Context: an optimization exercise on an open-source flow, tuned for small area, a short achievable clock period and few clock cycles. The choices shown serve that exercise and are no tape-out recipe.
The RTL was checked by simulation tests, not by an equivalence proof against the original design.

**flow/run.sh**
```bash
#!/bin/bash
# synth_recipe.tcl (not shown) runs the flow's synth.tcl, then flattens the netlist and writes it again
# the make line also repeats each setting of config.mk as NAME=value (left out here)
make -C /OpenROAD-flow-scripts/flow DESIGN_CONFIG=/design/flow/config.mk WORK_HOME=/design/flow/orfs CLKGATE_MAP_FILE= SYNTH_SCRIPT=/design/flow/synth_recipe.tcl finish
```
**flow/design.v**
```verilog
module systolic_array_tile #(
    parameter int unsigned ROWS   = 4,
    parameter int unsigned COLS   = 4,
    parameter int unsigned DATA_W = 8,
    parameter int unsigned ACC_W  = 32,
    parameter int unsigned MAX_K  = 256,
    parameter int unsigned K_W    = $clog2(MAX_K + 1),
    localparam int unsigned ROW_W = (ROWS > 1) ? $clog2(ROWS) : 1
) (
    input  logic                    clk_i,
    input  logic                    rst_ni,
    input  logic                    start_i,
    input  logic [K_W-1:0]          k_len_i,
    output logic                    busy_o,
    input  logic                    op_valid_i,
    output logic                    op_ready_o,
    input  logic [ROWS*DATA_W-1:0]  a_i,
    input  logic [COLS*DATA_W-1:0]  b_i,
    output logic                    c_valid_o,
    input  logic                    c_ready_i,
    output logic [COLS*ACC_W-1:0]   c_o,
    output logic [ROW_W-1:0]        c_row_o,
    output logic                    c_last_o,
    output logic                    done_o
);
    localparam int unsigned RES_W = 24;    
    localparam logic [ROW_W-1:0] LAST_ROW = ROW_W'(ROWS - 1);
    logic               r_busy;
    logic               r_op_ready;
    logic               r_c_valid;
    logic               r_c_last;
    logic               r_done;
    logic               r_pend;      
    logic               r_pend2;     
    logic [K_W-1:0]     r_cnt;       
    logic [ROW_W-1:0]   r_row;
    logic w_start, w_accept, w_last_beat, w_take_row;
    assign w_start     = !r_busy && start_i;
    assign w_accept    = r_op_ready && op_valid_i;
    assign w_last_beat = w_accept && (r_cnt == K_W'(1));
    assign w_take_row  = r_c_valid && c_ready_i;
    logic               n_busy, n_op_ready, n_c_valid, n_c_last, n_done, n_pend;
    logic [K_W-1:0]     n_cnt;
    logic [ROW_W-1:0]   n_row;
    always_comb begin
        n_busy     = r_busy;
        n_op_ready = r_op_ready;
        n_c_valid  = r_c_valid;
        n_c_last   = r_c_last;
        n_done     = 1'b0;
        n_pend     = (w_start && (k_len_i == '0)) || w_last_beat;
        n_cnt      = r_cnt;
        n_row      = r_row;
        if (w_start) begin
            n_busy     = 1'b1;
            n_cnt      = k_len_i;
            n_op_ready = (k_len_i != '0);
        end
        if (w_accept) begin
            n_cnt = r_cnt - 1'b1;
            if (w_last_beat) n_op_ready = 1'b0;
        end
        if (r_pend2) begin
            n_c_valid = 1'b1;
            n_c_last  = (LAST_ROW == '0);
            n_row     = '0;
        end
        if (w_take_row) begin
            n_row    = r_row + 1'b1;
            n_c_last = (r_row == LAST_ROW - 1'b1);
            if (r_row == LAST_ROW) begin
                n_c_valid = 1'b0;
                n_c_last  = 1'b0;
                n_busy    = 1'b0;
                n_done    = 1'b1;
            end
        end
    end
    always_ff @(posedge clk_i or negedge rst_ni) begin
        if (!rst_ni) begin
            r_busy     <= 1'b0;
            r_op_ready <= 1'b0;
            r_c_valid  <= 1'b0;
            r_c_last   <= 1'b0;
            r_done     <= 1'b0;
            r_pend     <= 1'b0;
            r_pend2    <= 1'b0;
            r_cnt      <= '0;
            r_row      <= '0;
        end else begin
            r_busy     <= n_busy;
            r_op_ready <= n_op_ready;
            r_c_valid  <= n_c_valid;
            r_c_last   <= n_c_last;
            r_done     <= n_done;
            r_pend     <= n_pend;
            r_pend2    <= r_pend;
            r_cnt      <= n_cnt;
            r_row      <= n_row;
        end
    end
    logic [ROW_W+3:0] w_port_q;
    sa_ff #(.W(ROW_W + 4)) u_port (
        .clk_i  (clk_i),
        .rst_ni (rst_ni),
        .d      ({n_row, n_c_last, n_c_valid, n_op_ready, n_busy}),
        .q      (w_port_q)
    );
    logic [DATA_W-1:0] r_a  [ROWS];
    logic [3:0]        r_bo [COLS];
    logic [3:0]        r_bt [COLS];
    logic [3:0]        r_bn [COLS];
    always_ff @(posedge clk_i) begin
        for (int r = 0; r < ROWS; r++) r_a[r] <= a_i[r*DATA_W +: DATA_W];
    end
    for (genvar c = 0; c < COLS; c++) begin : g_benc
        logic [DATA_W:0] w_bx;    
        logic [3:0]      w_bo, w_bt, w_bn;
        assign w_bx = {b_i[c*DATA_W +: DATA_W], 1'b0};
        for (genvar m = 0; m < 4; m++) begin : g_dig
            assign w_bo[m] = w_bx[2*m+1] ^ w_bx[2*m];
            assign w_bt[m] = (w_bx[2*m+2] & ~w_bx[2*m+1] & ~w_bx[2*m])
                           | (~w_bx[2*m+2] & w_bx[2*m+1] & w_bx[2*m]);
            assign w_bn[m] = w_bx[2*m+2];
        end
        always_ff @(posedge clk_i) begin
            r_bo[c] <= w_accept ? w_bo : '0;
            r_bt[c] <= w_accept ? w_bt : '0;
            r_bn[c] <= w_accept ? w_bn : '0;
        end
    end
    localparam int unsigned NB = 7;      
    logic [RES_W-1:0] w_vn  [ROWS][COLS];
    logic [NB-1:0]    w_cyn [ROWS][COLS];
    for (genvar r = 0; r < ROWS; r++) begin : g_row
        for (genvar c = 0; c < COLS; c++) begin : g_col
            sa_mac u_mac (
                .clk_i  (clk_i),
                .rst_ni (rst_ni),
                .start  (w_start),
                .a      (r_a[r]),
                .bo     (r_bo[c]),
                .bt     (r_bt[c]),
                .bn     (r_bn[c]),
                .vn     (w_vn[r][c]),
                .cyn    (w_cyn[r][c])
            );
        end
    end
    for (genvar c = 0; c < COLS; c++) begin : g_out
        logic [ROWS*RES_W-1:0] w_vn_col;
        logic [ROWS*NB-1:0]    w_cyn_col;
        logic [RES_W-1:0]      w_c;
        for (genvar r = 0; r < ROWS; r++) begin : g_r
            assign w_vn_col[r*RES_W +: RES_W] = w_vn[r][c];
            assign w_cyn_col[r*NB +: NB]      = w_cyn[r][c];
        end
        sa_out u_out (
            .clk_i  (clk_i),
            .rst_ni (rst_ni),
            .pend   (r_pend),
            .pend2  (r_pend2),
            .take   (w_take_row),
            .vn     (w_vn_col),
            .cyn    (w_cyn_col),
            .c      (w_c)
        );
        assign c_o[c*ACC_W +: ACC_W] = {{(ACC_W-RES_W){w_c[RES_W-1]}}, w_c};
    end
    assign busy_o     = w_port_q[0];
    assign op_ready_o = w_port_q[1];
    assign c_valid_o  = w_port_q[2];
    assign c_last_o   = w_port_q[3];
    assign c_row_o    = w_port_q[ROW_W+3:4];
    assign done_o     = r_done;
endmodule
module sa_out #(
    parameter int unsigned ROWS  = 4,
    parameter int unsigned RES_W = 24,
    parameter int unsigned NB    = 7
) (
    input  logic                   clk_i,
    input  logic                   rst_ni,
    input  logic                   pend,     
    input  logic                   pend2,    
    input  logic                   take,     
    input  logic [ROWS*RES_W-1:0]  vn,       
    input  logic [ROWS*NB-1:0]     cyn,      
    output logic [RES_W-1:0]       c
);
    logic [ROWS-1:0]  r_sel;    
    logic [RES_W-1:0] r_c;
    logic [RES_W-1:0] w_vsel;
    logic [NB-1:0]    w_csel;
    logic [RES_W-1:0] w_cy;
    always_ff @(posedge clk_i or negedge rst_ni) begin
        if (!rst_ni) begin
            r_sel <= '0;
        end else if (pend) begin
            r_sel <= ROWS'(1);
        end else if (pend2 || take) begin
            r_sel <= r_sel << 1;
        end
    end
    logic [RES_W-1:0] w_vn_or;
    logic [NB-1:0]    w_cn_or;
    always_comb begin
        w_vn_or = '0;
        w_cn_or = '0;
        for (int r = 0; r < ROWS; r++) begin
            if (r_sel[r]) begin
                w_vn_or = w_vn_or | vn[r*RES_W +: RES_W];
                w_cn_or = w_cn_or | cyn[r*NB +: NB];
            end
        end
    end
    assign w_vsel = ~w_vn_or;
    assign w_csel = ~w_cn_or;
    assign w_cy = {1'b0, 1'b0, 1'b0, 1'b0, 1'b0, 1'b0, w_csel[6], 1'b0, w_csel[5], 1'b0, w_csel[4], 1'b0, w_csel[3], 1'b0, w_csel[2], 1'b0, w_csel[1], 1'b0, w_csel[0], 1'b0, 1'b0, 1'b0, 1'b0, 1'b0};    
    always_ff @(posedge clk_i) begin
        if (pend2 || take) r_c <= w_vsel + w_cy;
    end
    assign c = r_c;
endmodule
module sa_ff #(
    parameter int unsigned W = 1
) (
    input  logic         clk_i,
    input  logic         rst_ni,
    input  logic [W-1:0] d,
    output logic [W-1:0] q
);
    always_ff @(posedge clk_i or negedge rst_ni) begin
        if (!rst_ni) q <= '0;
        else         q <= d;
    end
endmodule
module sa_mac (
    input  logic        clk_i,
    input  logic        rst_ni,
    input  logic        start,    
    input  logic [7:0]  a,
    input  logic [3:0]  bo,       
    input  logic [3:0]  bt,       
    input  logic [3:0]  bn,       
    output logic [23:0] vn,        
    output logic [6:0]  cyn        
);
    logic          r_clr;    
    logic [23:0] r_vn;
    logic [6:0]  r_cyn;
    logic [23:0] w_vn;
    logic [6:0]  w_cyn;
    always_ff @(posedge clk_i or negedge rst_ni) begin
        if (!rst_ni) r_clr <= 1'b0;
        else         r_clr <= start;
    end
    always_ff @(posedge clk_i) begin
        r_vn  <= w_vn;
        r_cyn <= w_cyn;
    end
    assign vn  = r_vn;
    assign cyn = r_cyn;
    wire   clr = r_clr;
    wire pp_0_0 = ~(bo[0] & a[0]) ^ bn[0];
    wire pp_0_1 = ~((bo[0] & a[1]) | (bt[0] & a[0])) ^ bn[0];
    wire pp_0_2 = ~((bo[0] & a[2]) | (bt[0] & a[1])) ^ bn[0];
    wire pp_0_3 = ~((bo[0] & a[3]) | (bt[0] & a[2])) ^ bn[0];
    wire pp_0_4 = ~((bo[0] & a[4]) | (bt[0] & a[3])) ^ bn[0];
    wire pp_0_5 = ~((bo[0] & a[5]) | (bt[0] & a[4])) ^ bn[0];
    wire pp_0_6 = ~((bo[0] & a[6]) | (bt[0] & a[5])) ^ bn[0];
    wire pp_0_7 = ~((bo[0] & a[7]) | (bt[0] & a[6])) ^ bn[0];
    wire pp_0_8 = ~(~((bo[0] & a[7]) | (bt[0] & a[7])) ^ bn[0]);
    wire nbn_0 = bn[0];
    wire pp_1_0 = ~(bo[1] & a[0]) ^ bn[1];
    wire pp_1_1 = ~((bo[1] & a[1]) | (bt[1] & a[0])) ^ bn[1];
    wire pp_1_2 = ~((bo[1] & a[2]) | (bt[1] & a[1])) ^ bn[1];
    wire pp_1_3 = ~((bo[1] & a[3]) | (bt[1] & a[2])) ^ bn[1];
    wire pp_1_4 = ~((bo[1] & a[4]) | (bt[1] & a[3])) ^ bn[1];
    wire pp_1_5 = ~((bo[1] & a[5]) | (bt[1] & a[4])) ^ bn[1];
    wire pp_1_6 = ~((bo[1] & a[6]) | (bt[1] & a[5])) ^ bn[1];
    wire pp_1_7 = ~((bo[1] & a[7]) | (bt[1] & a[6])) ^ bn[1];
    wire pp_1_8 = ~(~((bo[1] & a[7]) | (bt[1] & a[7])) ^ bn[1]);
    wire nbn_1 = bn[1];
    wire pp_2_0 = ~(bo[2] & a[0]) ^ bn[2];
    wire pp_2_1 = ~((bo[2] & a[1]) | (bt[2] & a[0])) ^ bn[2];
    wire pp_2_2 = ~((bo[2] & a[2]) | (bt[2] & a[1])) ^ bn[2];
    wire pp_2_3 = ~((bo[2] & a[3]) | (bt[2] & a[2])) ^ bn[2];
    wire pp_2_4 = ~((bo[2] & a[4]) | (bt[2] & a[3])) ^ bn[2];
    wire pp_2_5 = ~((bo[2] & a[5]) | (bt[2] & a[4])) ^ bn[2];
    wire pp_2_6 = ~((bo[2] & a[6]) | (bt[2] & a[5])) ^ bn[2];
    wire pp_2_7 = ~((bo[2] & a[7]) | (bt[2] & a[6])) ^ bn[2];
    wire pp_2_8 = ~(~((bo[2] & a[7]) | (bt[2] & a[7])) ^ bn[2]);
    wire nbn_2 = bn[2];
    wire pp_3_0 = ~(bo[3] & a[0]) ^ bn[3];
    wire pp_3_1 = ~((bo[3] & a[1]) | (bt[3] & a[0])) ^ bn[3];
    wire pp_3_2 = ~((bo[3] & a[2]) | (bt[3] & a[1])) ^ bn[3];
    wire pp_3_3 = ~((bo[3] & a[3]) | (bt[3] & a[2])) ^ bn[3];
    wire pp_3_4 = ~((bo[3] & a[4]) | (bt[3] & a[3])) ^ bn[3];
    wire pp_3_5 = ~((bo[3] & a[5]) | (bt[3] & a[4])) ^ bn[3];
    wire pp_3_6 = ~((bo[3] & a[6]) | (bt[3] & a[5])) ^ bn[3];
    wire pp_3_7 = ~((bo[3] & a[7]) | (bt[3] & a[6])) ^ bn[3];
    wire pp_3_8 = ~(~((bo[3] & a[7]) | (bt[3] & a[7])) ^ bn[3]);
    wire nbn_3 = bn[3];
    wire [23:0] vg_w = ~(r_vn | {24{clr}});
    wire [6:0] cg_w = ~(r_cyn | {7{clr}});
    wire vg_0 = vg_w[0];
    wire vg_1 = vg_w[1];
    wire vg_2 = vg_w[2];
    wire vg_3 = vg_w[3];
    wire vg_4 = vg_w[4];
    wire vg_5 = vg_w[5];
    wire vg_6 = vg_w[6];
    wire vg_7 = vg_w[7];
    wire vg_8 = vg_w[8];
    wire vg_9 = vg_w[9];
    wire vg_10 = vg_w[10];
    wire vg_11 = vg_w[11];
    wire vg_12 = vg_w[12];
    wire vg_13 = vg_w[13];
    wire vg_14 = vg_w[14];
    wire vg_15 = vg_w[15];
    wire cg_0 = cg_w[0];
    wire cg_1 = cg_w[1];
    wire cg_2 = cg_w[2];
    wire cg_3 = cg_w[3];
    wire cg_4 = cg_w[4];
    wire cg_5 = cg_w[5];
    wire cg_6 = cg_w[6];
    wire [7:0] hi_n = ~vg_w[23:16] + 1'b1;
    wire hi_16 = hi_n[0];
    wire hi_17 = hi_n[1];
    wire hi_18 = hi_n[2];
    wire hi_19 = hi_n[3];
    wire hi_20 = hi_n[4];
    wire hi_21 = hi_n[5];
    wire hi_22 = hi_n[6];
    wire hi_23 = hi_n[7];
    wire hs0, hc0;
    wire fs0, fc0;
    wire fs1, fc1;
    wire hs1, hc1;
    wire fs2, fc2;
    wire fs3, fc3;
    wire fs4, fc4;
    wire fs5, fc5;
    wire fs6, fc6;
    wire fs7, fc7;
    wire fs8, fc8;
    wire fs9, fc9;
    wire hs2, hc2;
    wire hs3, hc3;
    wire fs10, fc10;
    wire fs11, fc11;
    wire fs12, fc12;
    wire fs13, fc13;
    wire fs14, fc14;
    wire fs15, fc15;
    wire fs16, fc16;
    wire fs17, fc17;
    wire fs18, fc18;
    wire fs19, fc19;
    wire hs4, hc4;
    wire hs5, hc5;
    wire fs20, fc20;
    wire fs21, fc21;
    wire fs22, fc22;
    wire fs23, fc23;
    wire fs24, fc24;
    wire fs25, fc25;
    wire fs26, fc26;
    wire fs27, fc27;
    wire fs28, fc28;
    wire fs29, fc29;
    wire fs30, fc30;
    wire fs31, fc31;
    wire fs32, fc32;
    wire fs33, fc33;
    assign hs0 = nbn_2 ^ vg_4;
    assign hc0 = ~nbn_2 | ~vg_4;
    sa_fa u_fs0 (.x(vg_5), .y(cg_0), .z(~pp_0_5), .s(fs0), .c(fc0));
    sa_fa u_fs1 (.x(nbn_3), .y(vg_6), .z(~pp_0_6), .s(fs1), .c(fc1));
    assign hs1 = pp_1_4 ^ pp_2_2;
    assign hc1 = pp_1_4 | pp_2_2;
    sa_fa u_fs2 (.x(vg_7), .y(cg_1), .z(~pp_0_7), .s(fs2), .c(fc2));
    sa_fa u_fs3 (.x(pp_1_5), .y(pp_2_3), .z(pp_3_1), .s(fs3), .c(fc3));
    assign fs4 = vg_8 ^ pp_0_8;
    assign fc4 = ~vg_8 & pp_0_8;
    sa_fa u_fs5 (.x(pp_1_6), .y(pp_2_4), .z(pp_3_2), .s(fs5), .c(fc5));
    assign fs6 = vg_9 ^ cg_2;
    assign fc6 = ~vg_9 & ~cg_2;
    sa_fa u_fs7 (.x(pp_1_7), .y(pp_2_5), .z(pp_3_3), .s(fs7), .c(fc7));
    sa_fa u_fs8 (.x(~vg_10), .y(pp_1_8), .z(pp_2_6), .s(fs8), .c(fc8));
    assign fs9 = vg_11 ^ cg_3;
    assign fc9 = ~vg_11 & ~cg_3;
    assign hs2 = nbn_1 ^ vg_2;
    assign hc2 = ~nbn_1 | ~vg_2;
    assign hs3 = vg_3 ^ pp_0_3;
    assign hc3 = ~vg_3 | pp_0_3;
    sa_fa u_fs10 (.x(~hs0), .y(pp_0_4), .z(pp_1_2), .s(fs10), .c(fc10));
    sa_fa u_fs11 (.x(hc0), .y(pp_1_3), .z(pp_2_1), .s(fs11), .c(fc11));
    sa_fa u_fs12 (.x(~pp_3_0), .y(hs1), .z(fc0), .s(fs12), .c(fc12));
    sa_fa u_fs13 (.x(~hc1), .y(fc1), .z(fs2), .s(fs13), .c(fc13));
    sa_fa u_fs14 (.x(fc2), .y(~fc3), .z(fs4), .s(fs14), .c(fc14));
    sa_fa u_fs15 (.x(fs6), .y(fc4), .z(fc5), .s(fs15), .c(fc15));
    sa_fa u_fs16 (.x(pp_3_4), .y(fc6), .z(fc7), .s(fs16), .c(fc16));
    sa_fa u_fs17 (.x(pp_2_7), .y(pp_3_5), .z(fs9), .s(fs17), .c(fc17));
    sa_fa u_fs18 (.x(~vg_12), .y(pp_2_8), .z(pp_3_6), .s(fs18), .c(fc18));
    assign fs19 = vg_13 ^ cg_4;
    assign fc19 = ~vg_13 & ~cg_4;
    assign hs4 = nbn_0 ^ vg_0;
    assign hc4 = ~nbn_0 | ~vg_0;
    assign hs5 = vg_1 ^ pp_0_1;
    assign hc5 = ~vg_1 | pp_0_1;
    sa_fa u_fs20 (.x(~hs2), .y(pp_0_2), .z(pp_1_0), .s(fs20), .c(fc20));
    sa_fa u_fs21 (.x(hc2), .y(pp_1_1), .z(hs3), .s(fs21), .c(fc21));
    sa_fa u_fs22 (.x(pp_2_0), .y(hc3), .z(fs10), .s(fs22), .c(fc22));
    sa_fa u_fs23 (.x(fc10), .y(fs11), .z(~fs0), .s(fs23), .c(fc23));
    wire fs24_t;
    sa_x2 u_fs24_t (.a(fs1), .b(fc11), .y(fs24_t));
    sa_x2 u_fs24_s (.a(fs24_t), .b(fs12), .y(fs24));
    sa_mxi u_fs24_c (.s(fs24_t), .d1(fs1), .d0(fs12), .y(fc24));
    wire fs25_t;
    sa_x2 u_fs25_t (.a(fc12), .b(fs3), .y(fs25_t));
    sa_x2 u_fs25_s (.a(fs25_t), .b(fs13), .y(fs25));
    sa_mxi u_fs25_c (.s(fs25_t), .d1(fc12), .d0(fs13), .y(fc25));
    wire fs26_t;
    sa_x2 u_fs26_t (.a(fc13), .b(fs5), .y(fs26_t));
    sa_x2 u_fs26_s (.a(fs26_t), .b(fs14), .y(fs26));
    sa_mxi u_fs26_c (.s(fs26_t), .d1(fc13), .d0(fs14), .y(fc26));
    wire fs27_t;
    sa_x2 u_fs27_t (.a(fs7), .b(fc14), .y(fs27_t));
    sa_x2 u_fs27_s (.a(fs27_t), .b(fs15), .y(fs27));
    sa_mxi u_fs27_c (.s(fs27_t), .d1(fs7), .d0(fs15), .y(fc27));
    wire fs28_t;
    sa_x2 u_fs28_t (.a(fs8), .b(fc15), .y(fs28_t));
    sa_x2 u_fs28_s (.a(fs28_t), .b(fs16), .y(fs28));
    sa_mxi u_fs28_c (.s(fs28_t), .d1(fs16), .d0(fs8), .y(fc28));
    wire fs29_t;
    sa_x2 u_fs29_t (.a(fc8), .b(fs17), .y(fs29_t));
    sa_x2 u_fs29_s (.a(fs29_t), .b(fc16), .y(fs29));
    sa_mxi u_fs29_c (.s(fs29_t), .d1(fc16), .d0(fc8), .y(fc29));
    sa_fa u_fs30 (.x(fc9), .y(fs18), .z(fc17), .s(fs30), .c(fc30));
    sa_fa u_fs31 (.x(pp_3_7), .y(fs19), .z(fc18), .s(fs31), .c(fc31));
    sa_fa u_fs32 (.x(~vg_14), .y(pp_3_8), .z(fc19), .s(fs32), .c(fc32));
    assign fs33 = vg_15 ^ cg_5;
    assign fc33 = ~vg_15 & ~cg_5;
    wire [23:0] row_x = {hi_23, hi_22, hi_21, hi_20, hi_19, hi_18, ~cg_6, fc33, fc32, fc31, fc30, ~fc29, ~fc28, ~fc27, fc26, fc25, fc24, fc23, fc22, fc21, fc20, hc5, hc4, ~hs4};
    wire [23:0] row_y = {1'b1, 1'b1, 1'b1, 1'b1, 1'b1, 1'b1, hi_17, hi_16, fs33, fs32, fs31, fs30, fs29, fs28, ~fs27, fs26, fs25, fs24, fs23, fs22, fs21, fs20, hs5, pp_0_0};
    wire bp_0, bc_1;
    sa_x2 u_bp_0 (.a(row_x[0]), .b(row_y[0]), .y(bp_0));
    wire bp_1, bc_2;
    sa_x2 u_bp_1 (.a(row_x[1]), .b(row_y[1]), .y(bp_1));
    wire bp_2, bc_3;
    sa_x2 u_bp_2 (.a(row_x[2]), .b(row_y[2]), .y(bp_2));
    wire bp_3, bc_4;
    sa_x2 u_bp_3 (.a(row_x[3]), .b(row_y[3]), .y(bp_3));
    wire bp_4, bc_5;
    sa_x2 u_bp_4 (.a(row_x[4]), .b(row_y[4]), .y(bp_4));
    wire bg_0 = row_x[0] | row_y[0];
    wire bg_1 = row_x[1] & row_y[1];
    wire bg_2 = row_x[2] & row_y[2];
    wire bg_3 = row_x[3] & row_y[3];
    wire bg_4 = row_x[4] & row_y[4];
    assign bc_1 = (bg_0);
    assign bc_2 = (bg_0 & bp_1) | (bg_1);
    assign bc_3 = (bg_0 & bp_1 & bp_2) | (bg_1 & bp_2) | (bg_2);
    assign bc_4 = (bg_0 & bp_1 & bp_2 & bp_3) | (bg_1 & bp_2 & bp_3) | (bg_2 & bp_3) | (bg_3);
    assign bc_5 = (bg_0 & bp_1 & bp_2 & bp_3 & bp_4) | (bg_1 & bp_2 & bp_3 & bp_4) | (bg_2 & bp_3 & bp_4) | (bg_3 & bp_4) | (bg_4);
    assign w_vn[0] = ~bp_0;
    sa_x2 u_bs_1 (.a(bp_1), .b(bc_1), .y(w_vn[1]));
    sa_x2 u_bs_2 (.a(bp_2), .b(bc_2), .y(w_vn[2]));
    sa_x2 u_bs_3 (.a(bp_3), .b(bc_3), .y(w_vn[3]));
    sa_x2 u_bs_4 (.a(bp_4), .b(bc_4), .y(w_vn[4]));
    assign w_cyn[0] = bc_5;
    wire bp_5, bc_6;
    sa_x2 u_bp_5 (.a(row_x[5]), .b(row_y[5]), .y(bp_5));
    wire bp_6, bc_7;
    sa_x2 u_bp_6 (.a(row_x[6]), .b(row_y[6]), .y(bp_6));
    wire bg_5 = row_x[5] | row_y[5];
    wire bg_6 = row_x[6] & row_y[6];
    assign bc_6 = (bg_5);
    assign bc_7 = (bg_5 & bp_6) | (bg_6);
    assign w_vn[5] = ~bp_5;
    sa_x2 u_bs_6 (.a(bp_6), .b(bc_6), .y(w_vn[6]));
    assign w_cyn[1] = bc_7;
    wire bp_7, bc_8;
    sa_x2 u_bp_7 (.a(row_x[7]), .b(row_y[7]), .y(bp_7));
    wire bp_8, bc_9;
    sa_x2 u_bp_8 (.a(row_x[8]), .b(row_y[8]), .y(bp_8));
    wire bg_7 = row_x[7] | row_y[7];
    wire bg_8 = row_x[8] & row_y[8];
    assign bc_8 = (bg_7);
    assign bc_9 = (bg_7 & bp_8) | (bg_8);
    assign w_vn[7] = ~bp_7;
    sa_x2 u_bs_8 (.a(bp_8), .b(bc_8), .y(w_vn[8]));
    assign w_cyn[2] = bc_9;
    wire bp_9, bc_10;
    sa_x2 u_bp_9 (.a(row_x[9]), .b(row_y[9]), .y(bp_9));
    wire bp_10, bc_11;
    sa_x2 u_bp_10 (.a(row_x[10]), .b(row_y[10]), .y(bp_10));
    wire bg_9 = row_x[9] | row_y[9];
    wire bg_10 = row_x[10] & row_y[10];
    assign bc_10 = (bg_9);
    assign bc_11 = (bg_9 & bp_10) | (bg_10);
    assign w_vn[9] = ~bp_9;
    sa_x2 u_bs_10 (.a(bp_10), .b(bc_10), .y(w_vn[10]));
    assign w_cyn[3] = bc_11;
    wire bp_11, bc_12;
    sa_x2 u_bp_11 (.a(row_x[11]), .b(row_y[11]), .y(bp_11));
    wire bp_12, bc_13;
    sa_x2 u_bp_12 (.a(row_x[12]), .b(row_y[12]), .y(bp_12));
    wire bg_11 = row_x[11] | row_y[11];
    wire bg_12 = row_x[12] & row_y[12];
    assign bc_12 = (bg_11);
    assign bc_13 = (bg_11 & bp_12) | (bg_12);
    assign w_vn[11] = ~bp_11;
    sa_x2 u_bs_12 (.a(bp_12), .b(bc_12), .y(w_vn[12]));
    assign w_cyn[4] = bc_13;
    wire bp_13, bc_14;
    sa_x2 u_bp_13 (.a(row_x[13]), .b(row_y[13]), .y(bp_13));
    wire bp_14, bc_15;
    sa_x2 u_bp_14 (.a(row_x[14]), .b(row_y[14]), .y(bp_14));
    wire bg_13 = row_x[13] | row_y[13];
    wire bg_14 = row_x[14] & row_y[14];
    assign bc_14 = (bg_13);
    assign bc_15 = (bg_13 & bp_14) | (bg_14);
    assign w_vn[13] = ~bp_13;
    sa_x2 u_bs_14 (.a(bp_14), .b(bc_14), .y(w_vn[14]));
    assign w_cyn[5] = bc_15;
    wire bp_15, bc_16;
    sa_x2 u_bp_15 (.a(row_x[15]), .b(row_y[15]), .y(bp_15));
    wire bp_16, bc_17;
    sa_x2 u_bp_16 (.a(row_x[16]), .b(row_y[16]), .y(bp_16));
    wire bg_15 = row_x[15] | row_y[15];
    wire bg_16 = row_x[16] & row_y[16];
    assign bc_16 = (bg_15);
    assign bc_17 = (bg_15 & bp_16) | (bg_16);
    assign w_vn[15] = ~bp_15;
    sa_x2 u_bs_16 (.a(bp_16), .b(bc_16), .y(w_vn[16]));
    assign w_cyn[6] = bc_17;
    assign w_vn[23:17] = row_x[23:17] + row_y[23:17] + 7'(1);
endmodule
module sa_fa (input logic x, input logic y, input logic z, output logic s, output logic c);
    assign s = x ^ y ^ z;
    assign c = (x & y) | (x & z) | (y & z);
endmodule
module sa_x2 (input logic a, input logic b, output logic y);
    assign y = a ^ b;
endmodule
module sa_mxi (input logic s, input logic d1, input logic d0, output logic y);
    assign y = ~(s ? d1 : d0);
endmodule
```
**flow/constraint.sdc**
```tcl
create_clock -name core_clock -period 6.5 [get_ports {clk_i}]
set_input_delay 1.3000 -clock core_clock [delete_from_list [all_inputs] [get_ports {clk_i}]]
set_output_delay 1.3000 -clock core_clock [all_outputs]
set_load 0.01 [all_outputs]
```
**flow/config.mk**
```make
export PLATFORM = sky130hd
export DESIGN_NAME = systolic_array_tile
export DESIGN_NICKNAME = systolic_array_tile
export VERILOG_FILES = /design/flow/design.v
export SDC_FILE = /design/flow/constraint.sdc
export NUM_CORES = 4
export LEC_CHECK = 0
export CAP_MARGIN = 20
export CORE_MARGIN = 2
export CORE_UTILIZATION = 60
export CTS_CLUSTER_DIAMETER = 80
export CTS_CLUSTER_SIZE = 25
export SETUP_SLACK_MARGIN = 4.2
export SLEW_MARGIN = 20
export SYNTH_HIERARCHICAL = 1
export TNS_END_PERCENT = 0
```
==> impl_metrics.toml, run 1 <==
[layout]
multiInputGateArea_um2 = 41300
antenna_cells = 0
synthToLayoutAreaGrowth_pct = 16.3
ff_latch_area_um2 = 16000
layout_common_cells = "xor2_1, dfxtp_1, inv_1"
final_layout_size_suffix_gt1_share_pct = 18.5
layout.cells.most_common = "xor2_1"
final-instance-count-excl-fill = 7548
layout_net_count = 6929
layout.filler_cells = 7513

[logic_synthesis]
syn_area_per_cell_um2 = 9.67
number_of_cells_produced_by_synthesis = 6110
ys_seq_elements = 728
synth-edff-count = 96
synth.distinct_cells = 65
synth.cell_area_um2 = 59100
yosysSeqAreaShare_pct = 26.8
async_reset_ff_share_pct = 7.69
synth_top_flop_cell = "dfxtp_1"
syn-num-nets = 6816
yosysWarnings = 20

[routing]
drt-pass1-iter-count = 6
routed_wl_um = 184000
route.detailed.vias_per_inst = 6.18
routed_wire_length_per_instance_um = 24.4
detail-route-antenna-nets = 0
drc = 0
routed-via-count = 46600
drt_iter0_markers = 4799

[die]
die_area_um2 = 101000
dieHeight_um = 318
pin_count = 213
core_footprint_um2 = 98000
placementRows = 115
effective_utilization_at_floorplan_pct = 60.3
dieWidth_um = 318

[global_route]
first_global_vias = 45700
globalRouteTotalUtil_pct = 35.4
antenna_violations_before_repair = 16
pin_count_of_the_biggest_net_entering_global_routing = 57
wire_length_of_the_first_global_routing_pass_um = 276000
grt.overflow.total = 0

[worst_setup_path]
crit_required_ns = 7.11
cp_data_arrival_time_ns = 3.48
critPathCaptureType = "flip-flop"
kind_of_launch_point_of_the_worst_setup_path = "flip-flop"
worst-setup-path-type = "reg2reg"
critical_path.max_fanout = 8

[clock_network]
tritoncts = "done"
cts.path.max_buffers = 3
cts_made_buffers = 46
cts_hold_repair.buffers = 0
clkSlewWorstSetupHoldPaths_ns = 0.10
clock-sinks = 728
cts-htree-levels = 2
clkLatencyLatePin_ns = 0.71
clk_root_buffer_cell = "clkbuf_16"

[sta]
finalCriticalPeriod_ns = 2.87
fmaxAchievable_mhz = 348
hold_viol = 0
count_of_pins_over_their_slew_limit = 0
rsz0062_at_grt = "yes"
final_sum_of_negative_setup_slack_ns = 0
worst_clock_skew_ns = 0.0475
max-slew-margin-rel_pct = 29.3
final-setup-viol-count = 0
final.period_utilization_pct = 44.2
tightest_pin_transition_ns = 1.06

[placement]
post-place-cells = 7265
globalplace.congestion = 0.891
dp_hpwl_um = 109000
placement.io_buffers = 212

[job]
cap_viol_max_count = 0

[min_path]
worst_hold_path_type = "reg2reg"

[run_status]
run_status = "complete, no violations"
==> stage by stage <==
| stage | setup slack, ns | area (µm²) | hold slack [ns] | util (%) |
|---|---|---|---|---|
| after floorplan | 3.79 | 60000 | 0.469 | - |
| after global placement | 2.75 | 61900 | 0.503 | 63.1 |
| after detailed placement | 2.69 | 61900 | 0.504 | 63.1 |
| after CTS | 3.70 | 67500 | 0.527 | 68.9 |
| after global routing | 3.54 | 68700 | 0.557 | 70.1 |
| final | 3.63 | 68700 | 0.528 | 70.1 |
==> routing by layer <==
metal  share of wire [%]  up-vias  GRT usage, %
li1                    -    20900             -
met1                  42    23100          49.8
met2                  43     2226          52.8
met3                  12      416          9.60
met4                 3.7       16          11.8
met5               0.055        -             0
==> what timing repair did <==
item,4_1_cts,5_1_grt
hold endpoints to repair,0,0
resized for setup,595,161
buffers inserted,138,28
setup endpoints to repair,705,695
pin swaps,88,98
cloned,26,5
==> Yosys stat by module, one instance, submodules excluded, a selection <==
| module | cells | times used | flops+latches | area (µm²) |
|---|---|---|---|---|
| sa_fa | 1 | 368 | 0 | 20.0 |
| sa_mac | 245 | 16 | 32 | 2090 |
| sa_mxi | 1 | 96 | 0 | 10.0 |
| sa_out | 198 | 4 | 28 | 2100 |
| sa_x2 | 1 | 624 | 0 | 8.76 |
| systolic_array_tile | 304 | 1 | 98 | 3390 |
==> path summary, 6_finish.rpt <==
| kind | from | endpoint | slack (ns) | cells past startpoint |
|---|---|---|---|---|
| max | r_a[3][3]$_DFF_P_ | g_row[3].g_col[3].u_mac.r_vn[10]$_DFF_P_ | 3.63 | 8 |
| min | r_c_last$_DFF_PN0_ | r_c_last$_DFF_PN0_ | 0.53 | 2 |
| max reg2reg | r_a[3][3]$_DFF_P_ | g_row[3].g_col[3].u_mac.r_vn[10]$_DFF_P_ | 3.63 | 8 |
| min reg2reg | r_c_last$_DFF_PN0_ | r_c_last$_DFF_PN0_ | 0.53 | 2 |
| max in group asynchronous | rst_ni | g_row[3].g_col[2].u_mac.r_clr$_DFF_PN0_ | 5.19 | 1 |
| min in group asynchronous | rst_ni | g_row[1].g_col[3].u_mac.r_clr$_DFF_PN0_ | 0.67 | 1 |
==> flip-flops by register name, indices dropped and copies added, names as in the netlist, 6 cells and up <==
name / cells
r_cnt: 9
r_bn: 16
u_port.q: 6
g_out.u_out.r_c: 96
r_bt: 16
g_row.g_col.u_mac.r_cyn: 112
r_bo: 16
g_row.g_col.u_mac.r_clr: 16
g_row.g_col.u_mac.r_vn: 384
r_a: 32
g_out.u_out.r_sel: 16
==> synthesized netlist by cell type (all sizes together) (56+ instances only) <==
master,n,share of area [%]
a221oi,84,1.2
a22o,212,3.2
a22oi,532,7.0
and3,57,0.60
buf,99,1.4
clkbuf,345,2.2
dfrtp,56,2.4
dfxtp,576,20
edfxtp,96,4.9
fa,368,12
ha,260,5.5
inv,480,3.0
mux2i,117,2.0
nand2,168,1.1
nand3,100,0.97
nor2,312,2.0
o21ai,131,1.2
or2,272,2.9
xnor2,296,4.4
xor2,1080,16
==> cell type report <==
type                            count  share of cell area (%)
Inverter                          480                    2.64
Clock inverter                     31                   0.581
Multi-Input combinational cell   4458                    60.1
Tap cell                         1287                    2.34
Timing Repair inverter              4                  0.0401
Sequential cell                   728                    23.3
Clock buffer                       55                    1.94
Timing Repair Buffer              505                    9.05
==> worst max-delay path, stage by stage, from the launching register on <==
cell and delay [ns]:
dfxtp_4 0.40, bufbuf_16 0.32, a22oi_1 0.25, xor2_1 0.12
fa_1 0.43, fa_1 0.63, xor2_2 0.21, xor2_1 0.25
xor2_1 0.16
==> kinds of logic after synthesis <==
logic type | count (synthesis) | share of synthesized area [%]
mux | 117 | 1.98
xor+xnor | 1376 | 20.4
buf+inv | 924 | 6.59
flops | 728 | 26.8
simple gates | 1130 | 10.2
compound gates | 1207 | 16.2
fa+ha+maj | 628 | 18.0
Testbench counts, summed over its fixed seeds: cycles 10,800.
==> run 2, diff against run 1 <==
--- a/flow/design.v
+++ b/flow/design.v
@@ -33,4 +33,6 @@
     logic               r_pend;      
     logic               r_pend2;     
+    logic               r_started;   
+    logic               r_k0;        
     logic [K_W-1:0]     r_cnt;       
     logic [ROW_W-1:0]   r_row;
@@ -49,5 +51,5 @@
         n_c_last   = r_c_last;
         n_done     = 1'b0;
-        n_pend     = (w_start && (k_len_i == '0)) || w_last_beat;
+        n_pend     = r_k0 || w_last_beat;
         n_cnt      = r_cnt;
         n_row      = r_row;
@@ -86,4 +88,6 @@
             r_pend     <= 1'b0;
             r_pend2    <= 1'b0;
+            r_started  <= 1'b0;
+            r_k0       <= 1'b0;
             r_cnt      <= '0;
             r_row      <= '0;
@@ -96,4 +100,6 @@
             r_pend     <= n_pend;
             r_pend2    <= r_pend;
+            r_started  <= w_start;
+            r_k0       <= w_start && (k_len_i == '0);
             r_cnt      <= n_cnt;
             r_row      <= n_row;
@@ -138,5 +144,5 @@
                 .clk_i  (clk_i),
                 .rst_ni (rst_ni),
-                .start  (w_start),
+                .start  (r_started),
                 .a      (r_a[r]),
                 .bo     (r_bo[c]),
==> impl_metrics.toml, run 2 <==
[run_status]
run_status = "complete, no violations"

[sta]
count_of_pins_over_their_slew_limit = 0
fmaxAchievable_mhz = 348
final_sum_of_negative_setup_slack_ns = 0
max-slew-margin-rel_pct = 24.8
worst_clock_skew_ns = 0.0343
rsz0062_at_grt = "yes"
tightest_pin_transition_ns = 1.13
hold_viol = 0
final.period_utilization_pct = 44.2
final-setup-viol-count = 0
fin_hold_ws_ns = 0.437
finalCriticalPeriod_ns = 2.87

[die]
placementRows = 115
effective_utilization_at_floorplan_pct = 60.4
dieHeight_um = 318
core_footprint_um2 = 98000
dieWidth_um = 318
pin_count = 213
die_area_um2 = 101000

[routing]
drc = 0
drt-pass1-iter-count = 6
route.detailed.vias_per_inst = 6.15
drt_iter0_markers = 4327
routed-via-count = 46600
routed_wl_um = 185000
detail-route-antenna-nets = 0
routed_wire_length_per_instance_um = 24.4

[worst_setup_path]
critPathCaptureType = "flip-flop"
worst-setup-path-type = "reg2reg"
crit_required_ns = 7.09
kind_of_launch_point_of_the_worst_setup_path = "flip-flop"
critical_path.max_fanout = 32
cp_data_arrival_time_ns = 3.46

[layout]
layout.cells.most_common = "xor2_1"
layout_net_count = 6958
layout_common_cells = "xor2_1, dfxtp_1, a22oi_1"
final_layout_size_suffix_gt1_share_pct = 19.5
biggestRegsByFlops = "g_row.g_col.u_mac.r_vn: 384 flops, g_row.g_col.u_mac.r_cyn: 112 flops, g_out.u_out.r_c: 96 flops"
top_register = "g_row.g_col.u_mac.r_vn"
synthToLayoutAreaGrowth_pct = 16.0
largest_register_ff_count = 384

[placement]
globalplace.congestion = 0.897
dp_hpwl_um = 109000
placement.io_buffers = 212

[logic_synthesis]
synth_compound_area_share_pct = 16.2
synth.cell_area_um2 = 59100
async_reset_ff_share_pct = 7.95
synth_area_leaders = "dfxtp_1, xor2_1, fa_1, a22oi_1, ha_1"
yosys.cell_count.top_type = "xor2_1"
yosysSeqAreaShare_pct = 26.8
ys_seq_elements = 730
synth.distinct_cells = 67
synth_common_cells = "xor2_1, dfxtp_1, a22oi_1, inv_1, fa_1"
synth_top_flop_cell = "dfxtp_1"
synth_fa_ha_area_share_pct = 18.0
synth.area.mux_share_pct = 1.98
synth_xor_xnor_area_share_pct = 20.4
number_of_cells_produced_by_synthesis = 6106
synth_simple_gate_area_share_pct = 10.1
synth_largest_type_area_fraction_pct = 19.5
syn-num-nets = 6812
combinational_family_with_the_most_area_after_synthesis = "XOR/XNOR gates"
yosysWarnings = 20
syn_area_per_cell_um2 = 9.69
cell_type_contributing_the_most_total_cell_area_after_synthesis = "dfxtp_1"
synth-edff-count = 96

[clock_network]
cts-htree-levels = 2
clk_root_buffer_cell = "clkbuf_16"
tritoncts = "done"
clkLatencyLatePin_ns = 0.70
cts_made_buffers = 47
clkSlewWorstSetupHoldPaths_ns = 0.10
cts.path.max_buffers = 3
clock-sinks = 730

[global_route]
antenna_violations_before_repair = 8
first_global_vias = 46800
grt.overflow.total = 0
wire_length_of_the_first_global_routing_pass_um = 281000
globalRouteTotalUtil_pct = 36.0
pin_count_of_the_biggest_net_entering_global_routing = 59

[min_path]
worst_hold_path_type = "reg2reg"

[job]
cap_viol_max_count = 0
[run 2: worst max-delay path, stage by stage, from the launching register on]
cell and delay (ns):
dfxtp_1 0.38, buf_12 0.22, a22oi_1 0.14, xor2_1 0.18, fa_1 0.46, fa_2 0.40, xor2_2 0.23, mux2i_1 0.35
nand2b_1 0.18, a22o_1 0.21
[run 2: kinds of logic (layout without fill, tap and decap cells)]
logic type                 after synthesis  count (layout)
and+or+nand+nor                       1127            1127
xor gates and xnor gates              1376            1376
AOI/OAI and AO/OA                     1208            1208
DFF                                    730             730
muxes                                  117             117
other                                    0               2
buffers and inverters                  920            1104
adders and majority gates              628             628
[run 2: path summary, 6_finish.rpt]
kind / cells after the start / start / end / slack (ns)
setup / recovery: 9 / r_a[1][1]$_DFF_P_ / g_row[1].g_col[2].u_mac.r_cyn[4]$_DFF_P_ / 3.63
hold / removal: 1 / r_k0$_DFF_PN0_ / r_pend$_DFF_PN0_ / 0.44
setup reg to reg: 9 / r_a[1][1]$_DFF_P_ / g_row[1].g_col[2].u_mac.r_cyn[4]$_DFF_P_ / 3.63
hold reg to reg: 1 / r_k0$_DFF_PN0_ / r_pend$_DFF_PN0_ / 0.44
max in group asynchronous: 1 / rst_ni / g_row[2].g_col[1].u_mac.r_clr$_DFF_PN0_ / 4.90
min in group asynchronous: 1 / rst_ni / g_row[0].g_col[0].u_mac.r_clr$_DFF_PN0_ / 0.75
[run 2: stage by stage]
| stage | cell area [µm²] | setup slack [ns] | util [%] | cells |
|---|---|---|---|---|
| after floorplan | 60000 | 3.79 | - | 6106 |
| after global placement | 61900 | 2.73 | 63.2 | 7258 |
| after detailed placement | 61900 | 2.71 | 63.2 | 7258 |
| after CTS | 67900 | 3.73 | 69.3 | 7550 |
| after global routing | 68600 | 3.54 | 70.0 | 7577 |
| final | 68600 | 3.63 | 70.0 | 7579 |
[run 2: final cells by class]
| type | count | area, µm² |
|---|---|---|
| diodes | 2 | 5.00 |
| well taps | 1287 | 1610 |
| repair buffers | 537 | 6260 |
| flip-flops and latches | 730 | 16100 |
| fillers | 7549 | 29400 |
| clock inverters | 34 | 395 |
| inverters | 477 | 1810 |
| clock buffers | 53 | 1290 |
| repair inverters | 3 | 22.5 |
| multi-input cells | 4456 | 41100 |
[run 2: Yosys stat by module (local to each module, per instance), a selection]
module               times used  cells inside  cell area, µm²
systolic_array_tile           1           300            3430
sa_out                        4           198            2100
sa_mac                       16           245            2090
sa_fa                       368             1            20.0
sa_mxi                       96             1            10.0
sa_x2                       624             1            8.76
[run 2: routing by layer]
layer / up-vias / wire, µm / GRT usage, %
li1: 20900 / - / -
met1: 23100 / 77100 / 49.9
met2: 2163 / 79700 / 54.6
met3: 396 / 19700 / 8.10
met4: 6 / 7980 / 14.1
met5: - / 41 / 0
[run 2: what timing repair did]
| item | CTS | global route |
|---|---|---|
| pin swaps | 98 | 55 |
| buffers inserted | 178 | 23 |
| hold buffers | 0 | 0 |
| gates resized for setup | 724 | 84 |
| endpoints found under the setup margin | 736 | 674 |
| cloned | 27 | 4 |
Testbench counts of run 2, summed over its fixed seeds: cycles 10,800.

port drivers added, routing unchanged:
Ports are ideal in the flow. The routed layouts listed here were re-timed in OpenROAD.
Step 1, drivers: a clkbuf_16 drives clk_i and a buf_2 each remaining input, both assumed.
Step 2 adds t to the input delays and takes it off the output delays; t is the mean of the earliest and latest rising clock arrival at the registers after step 1. Input paths then give back, and output paths get back, about the clock's delay inside the block.
Slacks: ideal ports / drivers / drivers and shift; pairs: ideal ports / drivers.
run | shift t [ns] | slack for setup (ns) | worst setup path after step 2 | slew at the worst register clock pin (ns) | pins driven straight from the clock port
run 1 | 0.756 | 3.626 / 3.626 / 2.967 | input to register | 0.11 / 0.11 | 1
run 2 | 0.752 | 3.627 / 3.627 / 2.984 | input to register | 0.11 / 0.11 | 1
After both steps setup and hold are still met in every run listed. The setup slack of run 1, which loses most, moves by 0.000 ns with the drivers and by -0.659 ns with both steps.
